Context: an optimization exercise on an open-source flow, tuned for small area, a short achievable clock period and few clock cycles per item. The choices shown serve that exercise and are no tape-out recipe. At most, simulation tests tie the RTL to the original design; equivalence was not proved.

==> inputs of amber <==
==> flow/design.v <==
module sha_256_stream_core #(
  parameter int ROUNDS_PER_CYCLE = 1,
  parameter bit ENABLE_SHA224 = 1
) (
  input  logic         clk,
  input  logic         rst,
  input  logic         ena,
  input  logic [511:0] input_data,
  input  logic         input_valid,
  input  logic         input_first,
  input  logic         input_last,
  input  logic         mode_224,
  output logic         input_ready,
  output logic [255:0] output_hash,
  output logic         output_valid,
  input  logic         output_ready
);
  localparam logic [255:0] IV256 = 256'h6a09e667_bb67ae85_3c6ef372_a54ff53a_510e527f_9b05688c_1f83d9ab_5be0cd19;
  localparam logic [255:0] IV224 = 256'hc1059ed8_367cd507_3070dd17_f70e5939_ffc00b31_68581511_64f98fa7_befa4fa4;
  function automatic logic [31:0] kc(input logic [5:0] i);
    case (i)
      6'd0: kc = 32'h428a2f98;
      6'd1: kc = 32'h71374491;
      6'd2: kc = 32'hb5c0fbcf;
      6'd3: kc = 32'he9b5dba5;
      6'd4: kc = 32'h3956c25b;
      6'd5: kc = 32'h59f111f1;
      6'd6: kc = 32'h923f82a4;
      6'd7: kc = 32'hab1c5ed5;
      6'd8: kc = 32'hd807aa98;
      6'd9: kc = 32'h12835b01;
      6'd10: kc = 32'h243185be;
      6'd11: kc = 32'h550c7dc3;
      6'd12: kc = 32'h72be5d74;
      6'd13: kc = 32'h80deb1fe;
      6'd14: kc = 32'h9bdc06a7;
      6'd15: kc = 32'hc19bf174;
      6'd16: kc = 32'he49b69c1;
      6'd17: kc = 32'hefbe4786;
      6'd18: kc = 32'h0fc19dc6;
      6'd19: kc = 32'h240ca1cc;
      6'd20: kc = 32'h2de92c6f;
      6'd21: kc = 32'h4a7484aa;
      6'd22: kc = 32'h5cb0a9dc;
      6'd23: kc = 32'h76f988da;
      6'd24: kc = 32'h983e5152;
      6'd25: kc = 32'ha831c66d;
      6'd26: kc = 32'hb00327c8;
      6'd27: kc = 32'hbf597fc7;
      6'd28: kc = 32'hc6e00bf3;
      6'd29: kc = 32'hd5a79147;
      6'd30: kc = 32'h06ca6351;
      6'd31: kc = 32'h14292967;
      6'd32: kc = 32'h27b70a85;
      6'd33: kc = 32'h2e1b2138;
      6'd34: kc = 32'h4d2c6dfc;
      6'd35: kc = 32'h53380d13;
      6'd36: kc = 32'h650a7354;
      6'd37: kc = 32'h766a0abb;
      6'd38: kc = 32'h81c2c92e;
      6'd39: kc = 32'h92722c85;
      6'd40: kc = 32'ha2bfe8a1;
      6'd41: kc = 32'ha81a664b;
      6'd42: kc = 32'hc24b8b70;
      6'd43: kc = 32'hc76c51a3;
      6'd44: kc = 32'hd192e819;
      6'd45: kc = 32'hd6990624;
      6'd46: kc = 32'hf40e3585;
      6'd47: kc = 32'h106aa070;
      6'd48: kc = 32'h19a4c116;
      6'd49: kc = 32'h1e376c08;
      6'd50: kc = 32'h2748774c;
      6'd51: kc = 32'h34b0bcb5;
      6'd52: kc = 32'h391c0cb3;
      6'd53: kc = 32'h4ed8aa4a;
      6'd54: kc = 32'h5b9cca4f;
      6'd55: kc = 32'h682e6ff3;
      6'd56: kc = 32'h748f82ee;
      6'd57: kc = 32'h78a5636f;
      6'd58: kc = 32'h84c87814;
      6'd59: kc = 32'h8cc70208;
      6'd60: kc = 32'h90befffa;
      6'd61: kc = 32'ha4506ceb;
      6'd62: kc = 32'hbef9a3f7;
      6'd63: kc = 32'hc67178f2;
      default: kc = 32'h0;
    endcase
  endfunction
  function automatic logic [31:0] ivw(input logic m, input logic [2:0] i);
    case ({m, i})
      4'd0: ivw = 32'h6a09e667;
      4'd1: ivw = 32'hbb67ae85;
      4'd2: ivw = 32'h3c6ef372;
      4'd3: ivw = 32'ha54ff53a;
      4'd4: ivw = 32'h510e527f;
      4'd5: ivw = 32'h9b05688c;
      4'd6: ivw = 32'h1f83d9ab;
      4'd7: ivw = 32'h5be0cd19;
      4'd8: ivw = 32'hc1059ed8;
      4'd9: ivw = 32'h367cd507;
      4'd10: ivw = 32'h3070dd17;
      4'd11: ivw = 32'hf70e5939;
      4'd12: ivw = 32'hffc00b31;
      4'd13: ivw = 32'h68581511;
      4'd14: ivw = 32'h64f98fa7;
      4'd15: ivw = 32'hbefa4fa4;
      default: ivw = 32'h0;
    endcase
  endfunction
  function automatic logic [31:0] ror(input logic [31:0] x, input int n);
    ror = (x >> n) | (x << (32 - n));
  endfunction
  function automatic logic [63:0] csa(input logic [31:0] x, input logic [31:0] y, input logic [31:0] z);
    logic [31:0] hx, cy;
    hx = x ^ y;
    for (int i = 0; i < 32; i++) cy[i] = hx[i] ? z[i] : x[i];
    csa = {hx ^ z, cy[30:0], 1'b0};
  endfunction
  function automatic logic [31:0] add(input logic [31:0] x, input logic [31:0] y);
    logic [31:0] gg, pp, hx, gn, pn;
    hx = x ^ y;
    for (int i = 0; i < 32; i++) gg[i] = hx[i] ? 1'b0 : x[i];
    pp = x | y;
    for (int k = 1; k < 32; k = 2 * k) begin
      for (int i = 0; i < 32; i++) begin
        gn[i] = i >= k ? gg[i] | pp[i] & gg[i - k] : gg[i];
        pn[i] = i >= k ? pp[i] & pp[i - k] : pp[i];
      end
      gg = gn;
      pp = pn;
    end
    add = hx ^ {gg[30:0], 1'b0};
  endfunction
  function automatic logic [31:0] maj(input logic [31:0] x, input logic [31:0] y, input logic [31:0] z);
    maj = (x & y) | (x & z) | (y & z);
  endfunction
  logic [6:0] t;
  logic busy;           
  logic cmt;            
  logic ld;             
  logic nb;             
  logic nfirst, nmode, nlast;
  logic cfirst, clast;  
  logic mmode;          
  logic omode;          
  logic inph;           
  logic [3:0] wi;       
  logic rdy, ov;
  logic dpend;          
  logic push, ov_next;
  logic [31:0] kk;      
  logic [1:0] fk;       
  logic [31:0] a, b, c, d, e, f, g, p;    
  logic [0:15][31:0] w;                   
  logic [0:3][31:0] ha, he, han, hen;     
  assign input_ready = rdy;
  assign output_valid = ov;
  assign output_hash = {ha[0], ha[1], ha[2], ha[3], he[0], he[1], he[2], omode ? 32'h0 : he[3]};
  assign push = cmt;
  logic dset;
  assign dset = (push && ld && clast || dpend) && (!rdy || ena);
  assign ov_next = dset || ov && !(ena && output_ready);
  logic [31:0] xa, xe, suma, sume;
  assign xa = cfirst ? ivw(mmode, {1'b0, fk}) : ha[3];
  assign xe = cfirst ? ivw(mmode, {1'b1, fk}) : he[3];
  assign suma = add(xa, a);
  assign sume = add(xe, e);
  assign han = push ? {suma, ha[0], ha[1], ha[2]} : ha;
  assign hen = push ? {sume, he[0], he[1], he[2]} : he;
  logic [31:0] s0, s1, ch, mj, u_s, u_c, e_s, e_c, x_s, x_c, y_s, y_c, na, ne;
  assign s1 = ror(e, 6) ^ ror(e, 11) ^ ror(e, 25);
  assign ch = (e & f) ^ (~e & g);
  assign s0 = ror(a, 2) ^ ror(a, 13) ^ ror(a, 22);
  assign mj = maj(a, b, c);
  assign {u_s, u_c} = csa(p, ch, s1);
  assign {e_s, e_c} = csa(d, u_s, u_c);
  assign {x_s, x_c} = csa(mj, u_c, u_s);
  assign {y_s, y_c} = csa(x_c, x_s, s0);
  assign ne = add(e_s, e_c);
  assign na = add(y_s, y_c);
  logic [31:0] gop, cop, p_s, p_c;
  logic [5:0] ki;
  assign ki = t == 7'd63 ? 6'd0 : t == 7'd64 ? 6'd1 : 6'(t + 7'd2);
  assign gop = !ld ? g : nfirst ? ivw(nmode, 3'd7) : hen[3];
  assign cop = nfirst ? ivw(nmode, 3'd3) : han[3];
  assign {p_s, p_c} = csa(kk, w[15], gop);
  logic [31:0] sg0, sg1, w_s, w_c, v_s, v_c, wn, win;
  assign sg0 = ror(w[1], 7) ^ ror(w[1], 18) ^ (w[1] >> 3);
  assign sg1 = ror(w[14], 17) ^ ror(w[14], 19) ^ (w[14] >> 10);
  assign {w_s, w_c} = csa(w[9], w[0], sg1);
  assign {v_s, v_c} = csa(w_s, w_c, sg0);
  assign win = input_data[511 - 32 * wi -: 32];
  assign wn = inph ? win : add(v_s, v_c);
  always_ff @(posedge clk) begin
    w <= {w[1:15], wn};
    p <= add(p_s, p_c);
    b <= ld ? (nfirst ? ivw(nmode, 3'd1) : han[1]) : a;
    c <= ld ? (nfirst ? ivw(nmode, 3'd2) : han[2]) : b;
    d <= ld ? cop : c;
    f <= ld ? (nfirst ? ivw(nmode, 3'd5) : hen[1]) : e;
    g <= ld ? (nfirst ? ivw(nmode, 3'd6) : hen[2]) : f;
    a <= ld ? (nfirst ? ivw(nmode, 3'd0) : han[0]) : na;
    e <= ld ? (nfirst ? ivw(nmode, 3'd4) : hen[0]) : ne;
    ha <= han;
    he <= hen;
  end
  always_ff @(posedge clk) begin
    if (rst) begin
      t <= 7'd62;
      busy <= 1'b0;
      cmt <= 1'b0;
      ld <= 1'b0;
      nb <= 1'b0;
      rdy <= 1'b0;
      ov <= 1'b0;
      dpend <= 1'b0;
      inph <= 1'b0;
    end else begin
      ov <= ov_next;
      dpend <= (push && ld && clast || dpend) && !dset;
      ld <= t == 7'd63;
      if (ena && rdy) rdy <= 1'b0;
      if (t == 7'd60) begin
        cmt <= busy && !ov_next;
        if (busy && !ov_next) rdy <= 1'b1;
      end else if (ld) begin
        cmt <= 1'b0;
      end
      if (t == 7'd61 && !cmt) begin
        busy <= 1'b0;
        t <= 7'd62;
      end else if (t == 7'd62) begin
        if (busy || (input_valid && !rdy)) begin
          t <= 7'd63;
          inph <= 1'b1;
        end
      end else if (t == 7'd63) begin
        t <= 7'd64;
        nb <= input_valid && !rdy;
      end else if (ld) begin
        busy <= nb;
        t <= nb ? 7'd0 : 7'd62;
        if (!nb) inph <= 1'b0;
      end else begin
        t <= t + 7'd1;
        if (t == 7'd13) inph <= 1'b0;
      end
    end
  end
  always_ff @(posedge clk) begin
    wi <= t == 7'd62 ? 4'd0 : wi + 4'd1;
    kk <= kc(ki);
    fk <= t == 7'd60 ? 2'd3 : fk - 2'd1;
    if (t == 7'd63) begin
      nfirst <= input_first;
      nmode <= mode_224;
      nlast <= input_last;
    end
    if (ld) begin
      if (push && clast) omode <= mmode;
      if (nb) begin
        cfirst <= nfirst;
        clast <= nlast;
        if (nfirst) mmode <= ENABLE_SHA224 && nmode;
      end
    end
  end
endmodule
==> flow/run.sh <==
#!/bin/bash
# synth_recipe.tcl (not shown) runs the flow's synth.tcl, then flattens the netlist and writes it again
# the make line also repeats each setting of config.mk as NAME=value (left out here)
make -C /OpenROAD-flow-scripts/flow DESIGN_CONFIG=/design/flow/config.mk WORK_HOME=/design/flow/orfs CLKGATE_MAP_FILE= SYNTH_SCRIPT=/design/flow/synth_recipe.tcl finish
==> flow/config.mk <==
export PLATFORM = sky130hd
export DESIGN_NAME = sha_256_stream_core
export DESIGN_NICKNAME = sha_256_stream_core
export VERILOG_FILES = /design/flow/design.v
export SDC_FILE = /design/flow/constraint.sdc
export NUM_CORES = 4
export LEC_CHECK = 0
export CAP_MARGIN = 20
export CORE_MARGIN = 2
export CORE_UTILIZATION = 40
export SETUP_SLACK_MARGIN = 5
export SLEW_MARGIN = 20
==> flow/constraint.sdc <==
create_clock -name core_clock -period 9.5 [get_ports {clk}]
set_input_delay 1.9000 -clock core_clock [delete_from_list [all_inputs] [get_ports {clk}]]
set_output_delay 1.9000 -clock core_clock [all_outputs]
set_load 0.01 [all_outputs]
==> tundra: changes against amber <==
==> flow/design.v, changed modules only <==
module sha_256_stream_core #(
  parameter int ROUNDS_PER_CYCLE = 1,
  parameter bit ENABLE_SHA224 = 1
) (
  input  logic         clk,
  input  logic         rst,
  input  logic         ena,
  input  logic [511:0] input_data,
  input  logic         input_valid,
  input  logic         input_first,
  input  logic         input_last,
  input  logic         mode_224,
  output logic         input_ready,
  output logic [255:0] output_hash,
  output logic         output_valid,
  input  logic         output_ready
);
  localparam logic [255:0] IV256 = 256'h6a09e667_bb67ae85_3c6ef372_a54ff53a_510e527f_9b05688c_1f83d9ab_5be0cd19;
  localparam logic [255:0] IV224 = 256'hc1059ed8_367cd507_3070dd17_f70e5939_ffc00b31_68581511_64f98fa7_befa4fa4;
  function automatic logic [31:0] kc(input logic [5:0] i);
    case (i)
      6'd0: kc = 32'h428a2f98;
      6'd1: kc = 32'h71374491;
      6'd2: kc = 32'hb5c0fbcf;
      6'd3: kc = 32'he9b5dba5;
      6'd4: kc = 32'h3956c25b;
      6'd5: kc = 32'h59f111f1;
      6'd6: kc = 32'h923f82a4;
      6'd7: kc = 32'hab1c5ed5;
      6'd8: kc = 32'hd807aa98;
      6'd9: kc = 32'h12835b01;
      6'd10: kc = 32'h243185be;
      6'd11: kc = 32'h550c7dc3;
      6'd12: kc = 32'h72be5d74;
      6'd13: kc = 32'h80deb1fe;
      6'd14: kc = 32'h9bdc06a7;
      6'd15: kc = 32'hc19bf174;
      6'd16: kc = 32'he49b69c1;
      6'd17: kc = 32'hefbe4786;
      6'd18: kc = 32'h0fc19dc6;
      6'd19: kc = 32'h240ca1cc;
      6'd20: kc = 32'h2de92c6f;
      6'd21: kc = 32'h4a7484aa;
      6'd22: kc = 32'h5cb0a9dc;
      6'd23: kc = 32'h76f988da;
      6'd24: kc = 32'h983e5152;
      6'd25: kc = 32'ha831c66d;
      6'd26: kc = 32'hb00327c8;
      6'd27: kc = 32'hbf597fc7;
      6'd28: kc = 32'hc6e00bf3;
      6'd29: kc = 32'hd5a79147;
      6'd30: kc = 32'h06ca6351;
      6'd31: kc = 32'h14292967;
      6'd32: kc = 32'h27b70a85;
      6'd33: kc = 32'h2e1b2138;
      6'd34: kc = 32'h4d2c6dfc;
      6'd35: kc = 32'h53380d13;
      6'd36: kc = 32'h650a7354;
      6'd37: kc = 32'h766a0abb;
      6'd38: kc = 32'h81c2c92e;
      6'd39: kc = 32'h92722c85;
      6'd40: kc = 32'ha2bfe8a1;
      6'd41: kc = 32'ha81a664b;
      6'd42: kc = 32'hc24b8b70;
      6'd43: kc = 32'hc76c51a3;
      6'd44: kc = 32'hd192e819;
      6'd45: kc = 32'hd6990624;
      6'd46: kc = 32'hf40e3585;
      6'd47: kc = 32'h106aa070;
      6'd48: kc = 32'h19a4c116;
      6'd49: kc = 32'h1e376c08;
      6'd50: kc = 32'h2748774c;
      6'd51: kc = 32'h34b0bcb5;
      6'd52: kc = 32'h391c0cb3;
      6'd53: kc = 32'h4ed8aa4a;
      6'd54: kc = 32'h5b9cca4f;
      6'd55: kc = 32'h682e6ff3;
      6'd56: kc = 32'h748f82ee;
      6'd57: kc = 32'h78a5636f;
      6'd58: kc = 32'h84c87814;
      6'd59: kc = 32'h8cc70208;
      6'd60: kc = 32'h90befffa;
      6'd61: kc = 32'ha4506ceb;
      6'd62: kc = 32'hbef9a3f7;
      6'd63: kc = 32'hc67178f2;
      default: kc = 32'h0;
    endcase
  endfunction
  function automatic logic [31:0] ivw(input logic m, input logic [2:0] i);
    case ({m, i})
      4'd0: ivw = 32'h6a09e667;
      4'd1: ivw = 32'hbb67ae85;
      4'd2: ivw = 32'h3c6ef372;
      4'd3: ivw = 32'ha54ff53a;
      4'd4: ivw = 32'h510e527f;
      4'd5: ivw = 32'h9b05688c;
      4'd6: ivw = 32'h1f83d9ab;
      4'd7: ivw = 32'h5be0cd19;
      4'd8: ivw = 32'hc1059ed8;
      4'd9: ivw = 32'h367cd507;
      4'd10: ivw = 32'h3070dd17;
      4'd11: ivw = 32'hf70e5939;
      4'd12: ivw = 32'hffc00b31;
      4'd13: ivw = 32'h68581511;
      4'd14: ivw = 32'h64f98fa7;
      4'd15: ivw = 32'hbefa4fa4;
      default: ivw = 32'h0;
    endcase
  endfunction
  function automatic logic [31:0] ror(input logic [31:0] x, input int n);
    ror = (x >> n) | (x << (32 - n));
  endfunction
  function automatic logic [31:0] addks(input logic [31:0] x, input logic [31:0] y);
    logic [31:0] gg, pp, hx, gn, pn;
    hx = x ^ y;
    for (int i = 0; i < 32; i++) gg[i] = hx[i] ? 1'b0 : x[i];
    pp = x | y;
    for (int k = 1; k < 32; k = 2 * k) begin
      for (int i = 0; i < 32; i++) begin
        gn[i] = i >= k ? gg[i] | pp[i] & gg[i - k] : gg[i];
        pn[i] = i >= k ? pp[i] & pp[i - k] : pp[i];
      end
      gg = gn;
      pp = pn;
    end
    addks = hx ^ {gg[30:0], 1'b0};
  endfunction
  function automatic logic [31:0] addsk(input logic [31:0] x, input logic [31:0] y);
    logic [31:0] gg, pp, hx, gn, pn;
    hx = x ^ y;
    gg = x & y;
    pp = x | y;
    for (int k = 1; k < 32; k = 2 * k) begin
      for (int i = 0; i < 32; i++) begin
        int j;
        j = (i / (2 * k)) * (2 * k) + k - 1;
        gn[i] = (i % (2 * k)) >= k ? gg[i] | pp[i] & gg[j] : gg[i];
        pn[i] = (i % (2 * k)) >= k ? pp[i] & pp[j] : pp[i];
      end
      gg = gn;
      pp = pn;
    end
    addsk = hx ^ {gg[30:0], 1'b0};
  endfunction
  function automatic logic [31:0] addcs(input logic [31:0] x, input logic [31:0] y);
    logic [16:0] lo;
    logic [15:0] h0, h1;
    lo = {1'b0, x[15:0]} + {1'b0, y[15:0]};
    h0 = x[31:16] + y[31:16];
    h1 = x[31:16] + y[31:16] + 16'd1;
    addcs = {lo[16] ? h1 : h0, lo[15:0]};
  endfunction
  function automatic logic [63:0] csa(input logic [31:0] x, input logic [31:0] y, input logic [31:0] z);
    logic [31:0] hx, cy;
    hx = x ^ y;
    for (int i = 0; i < 32; i++) cy[i] = hx[i] ? z[i] : x[i];
    csa = {hx ^ z, cy[30:0], 1'b0};
  endfunction
  function automatic logic [31:0] maj(input logic [31:0] x, input logic [31:0] y, input logic [31:0] z);
    maj = (x & y) | (x & z) | (y & z);
  endfunction
  logic [6:0] t;
  logic busy;           
  logic cmt;            
  logic ld;             
  logic nb;             
  logic nfirst, nmode, nlast;
  logic cfirst, clast;  
  logic mmode;          
  logic omode;          
  logic inph;           
  logic [3:0] wi;       
  logic rdy, ov;
  logic dpend;          
  logic push, ov_next;
  logic [31:0] kk;      
  logic [1:0] fk;       
  logic [31:0] a, b, c, d, e, f, g, p;    
  logic [0:15][31:0] w;                   
  logic [0:3][31:0] ha, he, han, hen;     
  assign input_ready = rdy;
  assign output_valid = ov;
  assign output_hash = {ha[0], ha[1], ha[2], ha[3], he[0], he[1], he[2], omode ? 32'h0 : he[3]};
  assign push = cmt;
  logic dset;
  assign dset = (push && ld && clast || dpend) && (!rdy || ena);
  assign ov_next = dset || ov && !(ena && output_ready);
  logic [31:0] xa, xe, suma, sume;
  logic [1:0] fkn;
  logic [7:0] ivs;
  assign fkn = t == 7'd60 ? 2'd3 : fk - 2'd1;
  always_comb begin
    xa = cfirst ? 32'h0 : ha[3];
    xe = cfirst ? 32'h0 : he[3];
    for (int j = 0; j < 8; j++) begin
      if (ivs[j]) begin
        xa = xa | ivw(j[2], {1'b0, j[1:0]});
        xe = xe | ivw(j[2], {1'b1, j[1:0]});
      end
    end
  end
  assign suma = xa + a;
  assign sume = xe + e;
  assign han = push ? {suma, ha[0], ha[1], ha[2]} : ha;
  assign hen = push ? {sume, he[0], he[1], he[2]} : he;
  logic [31:0] s0, s1, ch, mj, u_s, u_c, e_s, e_c, x_s, x_c, y_s, y_c, na, ne;
  assign s1 = ror(e, 6) ^ ror(e, 11) ^ ror(e, 25);
  assign ch = (e & f) ^ (~e & g);
  assign s0 = ror(a, 2) ^ ror(a, 13) ^ ror(a, 22);
  assign mj = maj(a, b, c);
  assign {u_s, u_c} = csa(p, ch, s1);
  assign {e_s, e_c} = csa(d, u_s, u_c);
  assign {x_s, x_c} = csa(mj, u_c, u_s);
  assign {y_s, y_c} = csa(x_c, x_s, s0);
  sha_add32 u_adde (.x(e_s), .y(e_c), .s(ne));
  sha_add32 u_adda (.x(y_s), .y(y_c), .s(na));
  logic [31:0] gop, cop, p_s, p_c;
  logic [5:0] ki;
  assign ki = t == 7'd63 ? 6'd0 : t == 7'd64 ? 6'd1 : 6'(t + 7'd2);
  assign gop = !ld ? g : nfirst ? ivw(nmode, 3'd7) : hen[3];
  assign cop = nfirst ? ivw(nmode, 3'd3) : han[3];
  assign p_s = gop ^ kk ^ w[15];
  assign p_c = {maj(gop, kk, w[15]), 1'b0};
  logic [31:0] sg0, sg1, w_s, w_c, v_s, v_c, wn, win;
  assign sg0 = ror(w[1], 7) ^ ror(w[1], 18) ^ (w[1] >> 3);
  assign sg1 = ror(w[14], 17) ^ ror(w[14], 19) ^ (w[14] >> 10);
  assign w_s = sg1 ^ w[9] ^ sg0;
  assign w_c = {maj(sg1, w[9], sg0), 1'b0};
  assign v_s = w_s ^ w_c ^ w[0];
  assign v_c = {maj(w_s, w_c, w[0]), 1'b0};
  assign win = input_data[511 - 32 * wi -: 32];
  assign wn = inph ? win : v_s + v_c;
  always_ff @(posedge clk) begin
    w <= {w[1:15], wn};
    p <= p_s + p_c;
    b <= ld ? (nfirst ? ivw(nmode, 3'd1) : han[1]) : a;
    c <= ld ? (nfirst ? ivw(nmode, 3'd2) : han[2]) : b;
    d <= ld ? cop : c;
    f <= ld ? (nfirst ? ivw(nmode, 3'd5) : hen[1]) : e;
    g <= ld ? (nfirst ? ivw(nmode, 3'd6) : hen[2]) : f;
    a <= ld ? (nfirst ? ivw(nmode, 3'd0) : han[0]) : na;
    e <= ld ? (nfirst ? ivw(nmode, 3'd4) : hen[0]) : ne;
    ha <= han;
    he <= hen;
  end
  always_ff @(posedge clk) begin
    if (rst) begin
      t <= 7'd62;
      busy <= 1'b0;
      cmt <= 1'b0;
      ld <= 1'b0;
      nb <= 1'b0;
      rdy <= 1'b0;
      ov <= 1'b0;
      dpend <= 1'b0;
      inph <= 1'b0;
    end else begin
      ov <= ov_next;
      dpend <= (push && ld && clast || dpend) && !dset;
      ld <= t == 7'd63;
      if (ena && rdy) rdy <= 1'b0;
      if (t == 7'd60) begin
        cmt <= busy && !ov_next;
        if (busy && !ov_next) rdy <= 1'b1;
      end else if (ld) begin
        cmt <= 1'b0;
      end
      if (t == 7'd61 && !cmt) begin
        busy <= 1'b0;
        t <= 7'd62;
      end else if (t == 7'd62) begin
        if (busy || (input_valid && !rdy)) begin
          t <= 7'd63;
          inph <= 1'b1;
        end
      end else if (t == 7'd63) begin
        t <= 7'd64;
        nb <= input_valid && !rdy;
      end else if (ld) begin
        busy <= nb;
        t <= nb ? 7'd0 : 7'd62;
        if (!nb) inph <= 1'b0;
      end else begin
        t <= t + 7'd1;
        if (t == 7'd13) inph <= 1'b0;
      end
    end
  end
  always_ff @(posedge clk) begin
    wi <= t == 7'd62 ? 4'd0 : wi + 4'd1;
    kk <= kc(ki);
    fk <= fkn;
    ivs <= cfirst ? 8'b1 << {mmode, fkn} : 8'b0;
    if (t == 7'd63) begin
      nfirst <= input_first;
      nmode <= mode_224;
      nlast <= input_last;
    end
    if (ld) begin
      if (push && clast) omode <= mmode;
      if (nb) begin
        cfirst <= nfirst;
        clast <= nlast;
        if (nfirst) mmode <= ENABLE_SHA224 && nmode;
      end
    end
  end
endmodule
module sha_add32 (
  input  logic [31:0] x,
  input  logic [31:0] y,
  output logic [31:0] s
);
  always_comb begin
    logic [31:0] gg, pp, hx, gn, pn;
    hx = x ^ y;
    gg = x & y;
    pp = x | y;
    for (int k = 1; k < 32; k = 2 * k) begin
      for (int i = 0; i < 32; i++) begin
        int j;
        j = (i / (2 * k)) * (2 * k) + k - 1;
        gn[i] = (i % (2 * k)) >= k ? gg[i] | pp[i] & gg[j] : gg[i];
        pn[i] = (i % (2 * k)) >= k ? pp[i] & pp[j] : pp[i];
      end
      gg = gn;
      pp = pn;
    end
    s = hx ^ {gg[30:0], 1'b0};
  end
endmodule
- CORE_UTILIZATION: 40 -> 55
- SYNTH_HIERARCHICAL: unset -> 1
==> comparison <==
- Clock-buffer cell count: tundra is lower than amber (5).
- Of tundra and amber, amber has the higher synthesized area (gap about 5%, measured against amber).
- Of tundra and amber, amber has the higher hold slack (gap 0.016 ns).
- Between amber and tundra, the lower via count is in tundra (gap 3.0%, measured against tundra).
==> figures <==
| metric | tundra | amber |
|---|---|---|
| Status | timing/DRC/antenna clean | timing/DRC/antenna clean |
| Number of flip-flops and latches in the synthesized netlist | 1092 | 1084 |
| Area of the multi-input gates | 33100 um^2 | 36900 um^2 |
| Starting density of the core | 0.555 | 0.403 |
| Worst slack at placement | 4.02 ns | 3.28 ns |
| Seq area share | 0.308 | 0.281 |
| Compound-cell area share of the yosys netlist | 0.169 | 0.171 |
| Combined flip-flop and latch cell area | 22100 um^2 | 21900 um^2 |
| Total number of vias | 53000 | 54600 |
| Cell count after synthesis | 6068 | 6678 |
Testbench counts of tundra, summed over its fixed seeds: cycles 39,942, blocks 614.
Function not checked in amber: the RTL went through the layout flow alone.

==> static timing again, ports no longer ideal <==
The flow's constraints put no driver on any port. The routed layouts listed below were extracted and timed again, unchanged, in two steps. Step 1: set_driving_cell puts a clkbuf_16 on clk and a buf_2 on each other input, an assumption about the parent block. Step 2 times the ports against the registers' clock, not the clock port: input delays grow and output delays shrink by t, the midpoint of the rising clock arrivals with the driver on. a / b / c = ideal / step 1 / step 2; a / b = the first two.
run	shift t [ns]	slack for setup (ns)	latest minus earliest clock arrival (ns)
amber	0.843	4.844 / 4.844 / 4.795	0.082 / 0.081
tundra	0.822	4.783 / 4.783 / 4.783	0.072 / 0.072
After both steps setup and hold are still met in every run listed. The setup slack of amber, which loses most, moves by 0.000 ns with the drivers and by -0.049 ns with both steps.
